Background: an optimization exercise with open tools, aiming at small area. Do not read the settings as production practice. In this exercise RTL edits were held to simulation tests only and were not proved equivalent to the original. Power figures rest on the tool's default switching activity, not on a simulated workload.

==> build 67: inputs <==
==> flow/design.v <==
`default_nettype none
package rv_pkg;
    localparam int XLEN   = 32;
    localparam int NREGS  = 32;
    localparam int REG_AW = $clog2(NREGS);
    localparam logic [REG_AW-1:0] ZERO_REG = '0;
endpackage
`default_nettype wire
`default_nettype none
module rf_scoreboard #(
    parameter int NREGS = 32,
    parameter int AW    = $clog2(NREGS)
) (
    input  logic [NREGS-1:1] busy,
    output logic [AW:0]      busy_cnt
);
    logic [AW-1:0] cnt;
    rf_popcnt #(.K(AW)) u_pc (.x(busy), .y(cnt));
    assign busy_cnt = {1'b0, cnt};
endmodule
module rf_popcnt #(
    parameter int K = 5
) (
    input  logic [2**K-2:0] x,
    output logic [K-1:0]    y
);
    if (K == 2) begin : g_leaf
        rf_fa u_fa (.a(x[0]), .b(x[1]), .c(x[2]), .s(y[0]), .co(y[1]));
    end else begin : g_node
        logic [K-2:0] ya, yb;
        logic [K-2:0] c;
        rf_popcnt #(.K(K-1)) u_a (.x(x[2**(K-1)-2:0]),      .y(ya));
        rf_popcnt #(.K(K-1)) u_b (.x(x[2**K-3:2**(K-1)-1]), .y(yb));
        assign c[0] = x[2**K-2];
        for (genvar i = 0; i < K-2; i++) begin : g_fa
            rf_fa u_fa (.a(ya[i]), .b(yb[i]), .c(c[i]), .s(y[i]), .co(c[i+1]));
        end
        rf_fa u_fa_msb (.a(ya[K-2]), .b(yb[K-2]), .c(c[K-2]), .s(y[K-2]), .co(y[K-1]));
    end
endmodule
module rf_fa (
    input  logic a, b, c,
    output logic s, co
);
    assign s  = a ^ b ^ c;
    assign co = (a && b) || (a && c) || (b && c);
endmodule
module rf_predec_n (
    input  logic       en,
    input  logic [4:0] a,
    output logic [3:0] lon,
    output logic [7:0] hin
);
    logic [4:0] an;
    for (genvar k = 0; k < 5; k++) begin : g_inv
        rf_inv u_i (.a(a[k]), .y(an[k]));
    end
    for (genvar i = 0; i < 4; i++) begin : g_lo
        rf_nand3 u_l (.a(en), .b(((i >> 1) & 1) ? a[1] : an[1]), .c((i & 1) ? a[0] : an[0]),
                      .y(lon[i]));
    end
    for (genvar j = 0; j < 8; j++) begin : g_hi
        rf_nand3 u_h (.a(((j >> 2) & 1) ? a[4] : an[4]), .b(((j >> 1) & 1) ? a[3] : an[3]),
                      .c((j & 1) ? a[2] : an[2]), .y(hin[j]));
    end
endmodule
module rf_predec (
    input  logic       en,
    input  logic [4:0] a,
    output logic [3:0] lo,
    output logic [7:0] hi
);
    logic [3:0] lon;
    logic [7:0] hin;
    rf_predec_n u_n (.en(en), .a(a), .lon(lon), .hin(hin));
    for (genvar i = 0; i < 4; i++) begin : g_lo
        rf_inv u_b (.a(lon[i]), .y(lo[i]));
    end
    for (genvar j = 0; j < 8; j++) begin : g_hi
        rf_inv u_b (.a(hin[j]), .y(hi[j]));
    end
endmodule
module rf_rsel (
    input  logic lo,
    input  logic hi,
    input  logic v,
    output logic sn
);
    logic s;
    rf_and3 u_a (.a(lo), .b(hi), .c(v), .y(s));
    rf_inv  u_i (.a(s), .y(sn));
endmodule
module rf_ctl (
    input  logic lo1,
    input  logic hi1,
    input  logic lo0,
    input  logic hi0,
    input  logic alloc,
    input  logic flush,
    input  logic v,
    input  logic bsy,
    output logic w1,
    output logic w0,
    output logic hit,
    output logic v_nxt,
    output logic bsy_nxt
);
    logic w1n, w0n, hitn, keepn;
    rf_nand2 u_d1 (.a(lo1), .b(hi1), .y(w1n));
    rf_inv   u_w1 (.a(w1n), .y(w1));
    rf_nand3 u_d0 (.a(lo0), .b(hi0), .c(w1n), .y(w0n));
    rf_inv   u_w0 (.a(w0n), .y(w0));
    rf_nor2  u_hn (.a(w1), .b(w0), .y(hitn));
    rf_inv   u_h  (.a(hitn), .y(hit));
    rf_or2   u_v  (.a(v), .b(hit), .y(v_nxt));
    rf_aoi21 u_k  (.a1(bsy), .a2(hitn), .b(alloc), .y(keepn));
    rf_nor2  u_b  (.a(flush), .b(keepn), .y(bsy_nxt));
endmodule
module rf_nand2 (
    input  logic a, b,
    output logic y
);
    assign y = !(a && b);
endmodule
module rf_and3 (
    input  logic a, b, c,
    output logic y
);
    assign y = a && b && c;
endmodule
module rf_inv (
    input  logic a,
    output logic y
);
    assign y = !a;
endmodule
module rf_or2 (
    input  logic a, b,
    output logic y
);
    assign y = a || b;
endmodule
module rf_aoi21 (
    input  logic a1, a2, b,
    output logic y
);
    assign y = !((a1 && a2) || b);
endmodule
module rf_nand3 (
    input  logic a, b, c,
    output logic y
);
    assign y = !(a && b && c);
endmodule
module rf_nor2 (
    input  logic a, b,
    output logic y
);
    assign y = !(a || b);
endmodule
module rf_nor4 (
    input  logic a, b, c, d,
    output logic y
);
    assign y = !(a || b || c || d);
endmodule
module rf_nand4 (
    input  logic a, b, c, d,
    output logic y
);
    assign y = !(a && b && c && d);
endmodule
module rf_aoi221 (
    input  logic a1, a2, b1, b2, c,
    output logic y
);
    assign y = !((a1 && a2) || (b1 && b2) || c);
endmodule
module rf_oai22 (
    input  logic a1, a2, b1, b2,
    output logic y
);
    assign y = !((a1 || a2) && (b1 || b2));
endmodule
module rf_wbit (
    input  logic w1,
    input  logic d1,
    input  logic w0,
    input  logic d0,
    input  logic hit,
    input  logic qn,
    output logic dn
);
    logic hq;    
    rf_nor2   u_h (.a(hit), .b(qn), .y(hq));
    rf_aoi221 u_a (.a1(w1), .a2(d1), .b1(w0), .b2(d0), .c(hq), .y(dn));
endmodule
module rf_rbit (
    input  logic [31:1] sn,
    input  logic [31:1] qn,
    output logic        y
);
    logic [15:0] t;    
    logic [3:0]  u;    
    for (genvar i = 0; i < 15; i++) begin : g_oai
        rf_oai22 u_o (.a1(sn[2*i+1]), .a2(qn[2*i+1]), .b1(sn[2*i+2]), .b2(qn[2*i+2]), .y(t[i]));
    end
    rf_nor2 u_t31 (.a(sn[31]), .b(qn[31]), .y(t[15]));
    for (genvar j = 0; j < 4; j++) begin : g_nor
        rf_nor4 u_n (.a(t[4*j]), .b(t[4*j+1]), .c(t[4*j+2]), .d(t[4*j+3]), .y(u[j]));
    end
    rf_nand4 u_y (.a(u[0]), .b(u[1]), .c(u[2]), .d(u[3]), .y(y));
endmodule
`default_nettype wire
`default_nettype none
module reg_file_mp #(
    parameter int XLEN  = 32,
    parameter int NREGS = 32,
    parameter int NRD   = 2,
    parameter int NWR   = 2,
    parameter int AW    = $clog2(NREGS)
) (
    input  logic                clk,
    input  logic                rstn,
    input  logic [NWR-1:0]      wr_en,
    input  logic [NWR*AW-1:0]   wr_addr,
    input  logic [NWR*XLEN-1:0] wr_data,
    input  logic [NRD-1:0]      rd_en,
    input  logic [NRD*AW-1:0]   rd_addr,
    output logic [NRD*XLEN-1:0] rd_data,
    output logic [NRD-1:0]      rd_busy,
    input  logic                alloc_en,
    input  logic [AW-1:0]       alloc_addr,
    output logic [AW:0]         busy_cnt,
    input  logic                flush
);
    logic [NREGS-1:1] qt [XLEN];       
    logic [NREGS-1:1] valid;
    logic [NREGS-1:1] busy;
    logic [NREGS-1:1] sel1, sel0;      
    logic [NREGS-1:1] wr_hit;
    logic [NREGS-1:1] alloc_dec;
    logic [3:0]       wlo1, wlo0, alon;
    logic [7:0]       whi1, whi0, ahin;
    rf_predec u_wpd1 (.en(wr_en[1]), .a(wr_addr[AW +: AW]), .lo(wlo1), .hi(whi1));
    rf_predec u_wpd0 (.en(wr_en[0]), .a(wr_addr[0 +: AW]),  .lo(wlo0), .hi(whi0));
    rf_predec_n u_apd (.en(alloc_en), .a(alloc_addr),      .lon(alon), .hin(ahin));
    for (genvar r = 1; r < NREGS; r++) begin : g_reg
        logic [XLEN-1:0] qn;
        logic [XLEN-1:0] nxt;
        logic            v;
        logic            bsy;
        logic            v_nxt, bsy_nxt;
        rf_nor2 u_adec (.a(alon[r % 4]), .b(ahin[r / 4]), .y(alloc_dec[r]));
        rf_ctl u_ctl (.lo1(wlo1[r % 4]), .hi1(whi1[r / 4]), .lo0(wlo0[r % 4]), .hi0(whi0[r / 4]),
                      .alloc(alloc_dec[r]), .flush(flush), .v(v), .bsy(bsy),
                      .w1(sel1[r]), .w0(sel0[r]), .hit(wr_hit[r]),
                      .v_nxt(v_nxt), .bsy_nxt(bsy_nxt));
        for (genvar b = 0; b < XLEN; b++) begin : g_bit
            rf_wbit u_w (.w1(sel1[r]), .d1(wr_data[XLEN + b]), .w0(sel0[r]), .d0(wr_data[b]),
                         .hit(wr_hit[r]), .qn(qn[b]), .dn(nxt[b]));
            assign qt[b][r] = qn[b];
        end
        always_ff @(posedge clk) begin
            qn <= nxt;
        end
        always_ff @(posedge clk or negedge rstn) begin
            if (!rstn) begin
                v <= 1'b0;
            end else begin
                v <= v_nxt;
            end
        end
        always_ff @(posedge clk or negedge rstn) begin
            if (!rstn) begin
                bsy <= 1'b0;
            end else begin
                bsy <= bsy_nxt;
            end
        end
        assign valid[r] = v;
        assign busy[r]  = bsy;
    end
    rf_scoreboard #(
        .NREGS (NREGS),
        .AW    (AW)
    ) u_scoreboard (
        .busy     (busy),
        .busy_cnt (busy_cnt)
    );
    for (genvar p = 0; p < NRD; p++) begin : g_rd
        logic [AW-1:0]    addr;
        logic [NREGS-1:1] sn;
        logic [NREGS-1:0] bz;
        assign addr = rd_addr[p*AW +: AW];
        logic [3:0]       lo;
        logic [7:0]       hi;
        rf_predec u_pd (.en(rd_en[p]), .a(addr), .lo(lo), .hi(hi));
        for (genvar r = 1; r < NREGS; r++) begin : g_sel
            rf_rsel u_s (.lo(lo[r % 4]), .hi(hi[r / 4]), .v(valid[r]), .sn(sn[r]));
        end
        for (genvar b = 0; b < XLEN; b++) begin : g_bit
            rf_rbit u_r (.sn(sn), .qn(qt[b]), .y(rd_data[p*XLEN + b]));
        end
        assign bz         = {busy, 1'b0};
        assign rd_busy[p] = rd_en[p] && bz[addr];
    end
endmodule
`default_nettype wire
==> flow/flow/run.sh <==
#!/bin/bash
# Standard synthesis, then every combinational cell swapped to its smallest
# drive strength, then the standard layout with ABC buffers removed, the port
# buffers of flow/ports.tcl and a clock tree of fewer, larger sink clusters
# without dummy loads. Each tool's output goes to its own log here.
set -euo pipefail
R=orfs/results/sky130hd/reg_file_mp/base
bash standard.sh synth > synth.log 2>&1
SYNTH_ODB=$R/1_synth.odb openroad -no_init -exit flow/downsize.tcl > downsize.log 2>&1
touch $R/1_synth.sdc
bash standard.sh REMOVE_ABC_BUFFERS=1 DONT_BUFFER_PORTS=1 \
  "PRE_GLOBAL_PLACE_TCL=$PWD/flow/ports.tcl" \
  'CTS_ARGS=-sink_clustering_enable -repair_clock_nets -dont_use_dummy_load -buf_list sky130_fd_sc_hd__clkbuf_16 -sink_clustering_size 24 -sink_clustering_max_diameter 100' \
  finish > layout.log 2>&1
==> flow/flow/downsize.tcl <==
# Swap every combinational cell of the synthesized netlist to the smallest
# drive strength of the same cell (same function and pins). Flip-flops, tie
# cells and everything that is not a plain sky130_fd_sc_hd cell are left alone.
# Later repair steps size up whatever timing, slew or capacitance needs.
set odb $::env(SYNTH_ODB)
read_db $odb
set db [ord::get_db]
set block [ord::get_db_block]

set masters [dict create]
foreach lib [$db getLibs] {
  foreach m [$lib getMasters] {
    if { [regexp {^sky130_fd_sc_hd__(\w+)_(\d+)$} [$m getName] -> base sz] } {
      dict lappend masters $base [list $sz [$m getWidth] $m]
    }
  }
}

proc best_master { variants } {
  set best ""
  foreach v $variants {
    lassign $v sz w m
    if { $best eq "" } { set best $v; continue }
    lassign $best bsz bw bm
    # narrowest first; among equals the strongest
    if { $w < $bw || ($w == $bw && $sz > $bsz) } {
      set best $v
    }
  }
  return [lindex $best 2]
}

set n 0
foreach inst [$block getInsts] {
  set name [[$inst getMaster] getName]
  if { ![regexp {^sky130_fd_sc_hd__(\w+)_(\d+)$} $name -> base sz] } { continue }
  if { [regexp {^(df|sdf|edf|sedf|dl|conb|tap|fill|decap|diode|clk)} $base] } { continue }
  set m [best_master [dict get $masters $base]]
  if { [$m getName] ne $name } {
    $inst swapMaster $m
    incr n
  }
}
puts "downsized $n instances"
write_db $odb
==> flow/flow/ports.tcl <==
# Hook run before global placement (PRE_GLOBAL_PLACE_TCL): buffer every input
# and output port with the smallest buffer, as the standard flow would with its
# own choice of cell; the write-data inputs, which each drive a 31-register
# column, get a buf_2 instead.
buffer_ports -inputs -buffer_cell sky130_fd_sc_hd__buf_1
buffer_ports -outputs -buffer_cell sky130_fd_sc_hd__buf_1
set buf2 [[ord::get_db] findMaster sky130_fd_sc_hd__buf_2]
foreach bterm [[ord::get_db_block] getBTerms] {
  if { ![string match {wr_data*} [$bterm getName]] } { continue }
  foreach iterm [[$bterm getNet] getITerms] {
    [$iterm getInst] swapMaster $buf2
  }
}
==> flow/standard.sh <==
#!/bin/bash
# synth_recipe.tcl (not shown) runs the flow's synth.tcl, then flattens the netlist and writes it again
# the make line also repeats each setting of config.mk as NAME=value (left out here)
make -C /OpenROAD-flow-scripts/flow DESIGN_CONFIG=/design/flow/config.mk WORK_HOME=/design/flow/orfs CLKGATE_MAP_FILE= SYNTH_SCRIPT=/design/flow/synth_recipe.tcl "${@:-finish}"
==> flow/config.mk <==
export PLATFORM = sky130hd
export DESIGN_NAME = reg_file_mp
export DESIGN_NICKNAME = reg_file_mp
export VERILOG_FILES = /design/flow/design.v
export SDC_FILE = /design/flow/constraint.sdc
export NUM_CORES = 8
export LEC_CHECK = 0
export CAP_MARGIN = 20
export CORE_MARGIN = 2
export CORE_UTILIZATION = 50
export GPL_TIMING_DRIVEN = 0
export PLACE_DENSITY = 0.65
export SLEW_MARGIN = 20
export SYNTH_HIERARCHICAL = 1
==> flow/constraint.sdc <==
create_clock -name core_clock -period 7.0 [get_ports {clk}]
set_input_delay 1.4000 -clock core_clock [delete_from_list [all_inputs] [get_ports {clk}]]
set_output_delay 1.4000 -clock core_clock [all_outputs]
set_load 0.01 [all_outputs]
==> build 53: changes against build 67 <==
==> flow/design.v, changed modules only <==
module rf_rbusy (
    input  logic [3:0]  lo,
    input  logic [7:0]  hi,
    input  logic [31:1] b,
    output logic        y
);
    logic [31:0] bz;
    logic [7:0]  g;     
    logic [7:0]  gn;
    logic [3:0]  n;
    assign bz = {b, 1'b0};
    for (genvar j = 0; j < 8; j++) begin : g_grp
        logic [1:0] p;
        rf_aoi22 u_p0 (.a1(lo[0]), .a2(bz[4*j]),   .b1(lo[1]), .b2(bz[4*j+1]), .y(p[0]));
        rf_aoi22 u_p1 (.a1(lo[2]), .a2(bz[4*j+2]), .b1(lo[3]), .b2(bz[4*j+3]), .y(p[1]));
        rf_nand2 u_g  (.a(p[0]), .b(p[1]), .y(g[j]));
    end
    for (genvar k = 0; k < 4; k++) begin : g_hi
        rf_aoi22 u_h (.a1(hi[2*k]), .a2(g[2*k]), .b1(hi[2*k+1]), .b2(g[2*k+1]), .y(n[k]));
    end
    rf_nand4 u_y (.a(n[0]), .b(n[1]), .c(n[2]), .d(n[3]), .y(y));
endmodule
module rf_aoi22 (
    input  logic a1, a2, b1, b2,
    output logic y
);
    assign y = !((a1 && a2) || (b1 && b2));
endmodule
module reg_file_mp #(
    parameter int XLEN  = 32,
    parameter int NREGS = 32,
    parameter int NRD   = 2,
    parameter int NWR   = 2,
    parameter int AW    = $clog2(NREGS)
) (
    input  logic                clk,
    input  logic                rstn,
    input  logic [NWR-1:0]      wr_en,
    input  logic [NWR*AW-1:0]   wr_addr,
    input  logic [NWR*XLEN-1:0] wr_data,
    input  logic [NRD-1:0]      rd_en,
    input  logic [NRD*AW-1:0]   rd_addr,
    output logic [NRD*XLEN-1:0] rd_data,
    output logic [NRD-1:0]      rd_busy,
    input  logic                alloc_en,
    input  logic [AW-1:0]       alloc_addr,
    output logic [AW:0]         busy_cnt,
    input  logic                flush
);
    logic [NREGS-1:1] qt [XLEN];       
    logic [NREGS-1:1] valid;
    logic [NREGS-1:1] busy;
    logic [NREGS-1:1] busy_nxt;
    logic [AW:0]      cnt_nxt;
    logic [NREGS-1:1] sel1, sel0;      
    logic [NREGS-1:1] wr_hit;
    logic [NREGS-1:1] alloc_dec;
    logic [3:0]       wlo1, wlo0, alon;
    logic [7:0]       whi1, whi0, ahin;
    rf_predec u_wpd1 (.en(wr_en[1]), .a(wr_addr[AW +: AW]), .lo(wlo1), .hi(whi1));
    rf_predec u_wpd0 (.en(wr_en[0]), .a(wr_addr[0 +: AW]),  .lo(wlo0), .hi(whi0));
    rf_predec_n u_apd (.en(alloc_en), .a(alloc_addr),      .lon(alon), .hin(ahin));
    for (genvar r = 1; r < NREGS; r++) begin : g_reg
        logic [XLEN-1:0] qn;
        logic [XLEN-1:0] nxt;
        logic            v;
        logic            bsy;
        logic            v_nxt, bsy_nxt;
        rf_nor2 u_adec (.a(alon[r % 4]), .b(ahin[r / 4]), .y(alloc_dec[r]));
        rf_ctl u_ctl (.lo1(wlo1[r % 4]), .hi1(whi1[r / 4]), .lo0(wlo0[r % 4]), .hi0(whi0[r / 4]),
                      .alloc(alloc_dec[r]), .flush(flush), .v(v), .bsy(bsy),
                      .w1(sel1[r]), .w0(sel0[r]), .hit(wr_hit[r]),
                      .v_nxt(v_nxt), .bsy_nxt(bsy_nxt));
        for (genvar b = 0; b < XLEN; b++) begin : g_bit
            rf_wbit u_w (.w1(sel1[r]), .d1(wr_data[XLEN + b]), .w0(sel0[r]), .d0(wr_data[b]),
                         .hit(wr_hit[r]), .qn(qn[b]), .dn(nxt[b]));
            assign qt[b][r] = qn[b];
        end
        always_ff @(posedge clk) begin
            qn <= nxt;
        end
        always_ff @(posedge clk or negedge rstn) begin
            if (!rstn) begin
                v <= 1'b0;
            end else begin
                v <= v_nxt;
            end
        end
        always_ff @(posedge clk or negedge rstn) begin
            if (!rstn) begin
                bsy <= 1'b0;
            end else begin
                bsy <= bsy_nxt;
            end
        end
        assign valid[r]    = v;
        assign busy[r]     = bsy;
        assign busy_nxt[r] = bsy_nxt;
    end
    rf_scoreboard #(
        .NREGS (NREGS),
        .AW    (AW)
    ) u_scoreboard (
        .busy     (busy_nxt),
        .busy_cnt (cnt_nxt)
    );
    always_ff @(posedge clk or negedge rstn) begin
        if (!rstn) begin
            busy_cnt <= '0;
        end else begin
            busy_cnt <= cnt_nxt;
        end
    end
    for (genvar p = 0; p < NRD; p++) begin : g_rd
        logic [AW-1:0]    addr;
        logic [NREGS-1:1] sn;
        assign addr = rd_addr[p*AW +: AW];
        logic [3:0]       lo;
        logic [7:0]       hi;
        rf_predec u_pd (.en(rd_en[p]), .a(addr), .lo(lo), .hi(hi));
        for (genvar r = 1; r < NREGS; r++) begin : g_sel
            rf_rsel u_s (.lo(lo[r % 4]), .hi(hi[r / 4]), .v(valid[r]), .sn(sn[r]));
        end
        for (genvar b = 0; b < XLEN; b++) begin : g_bit
            rf_rbit u_r (.sn(sn), .qn(qt[b]), .y(rd_data[p*XLEN + b]));
        end
        rf_rbusy u_rb (.lo(lo), .hi(hi), .b(busy), .y(rd_busy[p]));
    end
endmodule
--- a/flow/flow/run.sh
+++ b/flow/flow/run.sh
@@ -10,5 +10,5 @@
 touch $R/1_synth.sdc
 bash standard.sh REMOVE_ABC_BUFFERS=1 DONT_BUFFER_PORTS=1 \
   "PRE_GLOBAL_PLACE_TCL=$PWD/flow/ports.tcl" \
-  'CTS_ARGS=-sink_clustering_enable -repair_clock_nets -dont_use_dummy_load -buf_list sky130_fd_sc_hd__clkbuf_16 -sink_clustering_size 24 -sink_clustering_max_diameter 100' \
+  'CTS_ARGS=-sink_clustering_enable -repair_clock_nets -dont_use_dummy_load -buf_list sky130_fd_sc_hd__clkbuf_8 -sink_clustering_size 15 -sink_clustering_max_diameter 100' \
   finish > layout.log 2>&1
==> comparison <==
Build 53 ran to the end with no violations. Build 67 finished with timing, DRC and antenna clean. Against build 53, the core utilization of build 67 is lower by 0.35 points. First-iteration DRC count: build 53 is larger than build 67 (11%). Worst hold slack: build 53 is worse than build 67 (3.9 ps). Area after synthesis is about the same in build 67 and build 53. Against build 67, the routed wire length of build 53 is larger by about 6%. Fmax is about the same in build 53 and build 67. Of build 53 and build 67, build 53 has the higher sequential power (gap about 0.4%, measured against build 67).
==> figures <==
Run status: build 53 finished clean; build 67 finished clean
Share of total power in the clock network: build 53 20.7%; build 67 21.7%
Total power density per cell area: build 53 308 nW/um^2; build 67 312 nW/um^2
Multi-input gate share of total cell area: build 53 46.7%; build 67 47.3%
Post-layout total power: build 53 0.0153 W; build 67 0.0154 W
Endpoint, Worst Hold: build 53 g_reg[8].v; build 67 g_reg[2].v
Initial Utilization: build 53 50.6%; build 67 50.5%
Average detailed-routed wire length per instance: build 53 41.3 um; build 67 39.6 um
Number of H-tree levels: build 53 3; build 67 2
Library cell used as clock root buffer: build 53 sky130_fd_sc_hd__clkbuf_8; build 67 sky130_fd_sc_hd__clkbuf_16
Die area: build 53 93700 um^2; build 67 93700 um^2
Final core utilization: build 53 55.0%; build 67 54.7%
Category of the worst setup path capture point: build 53 flop; build 67 output port
Register Area: build 53 21600 um^2; build 67 21400 um^2
Leakage: build 53 18.1 nW; build 67 18.0 nW

-- static timing again, ports no longer ideal --
The results above use ideal ports. As a check the final layouts listed here were re-extracted and re-timed, cells and wires unchanged. Step 1 assumes that a clkbuf_16 drives the clock port and a buf_2 every other input. Step 2 adds t to the input delays and takes it off the output delays; t is the mean of the earliest and latest rising clock arrival at the registers after step 1. Input paths then give back, and output paths get back, about the clock's delay inside the block. a / b / c = ideal ports / drivers / drivers and shift; a / b = the first two.
run	shift t [ns]	slack for setup (ns)	slew at the worst register clock pin (ns)
build 67	0.739	0.285 / 0.253 / 0.253	0.11 / 0.11
build 53	0.857	0.273 / 0.318 / -0.539	0.11 / 0.11
Met with ideal ports but missed after step 2: setup timing in build 53. For build 53, which loses most, drivers alone change the setup slack by +0.045 ns; drivers and shift together by -0.812 ns.
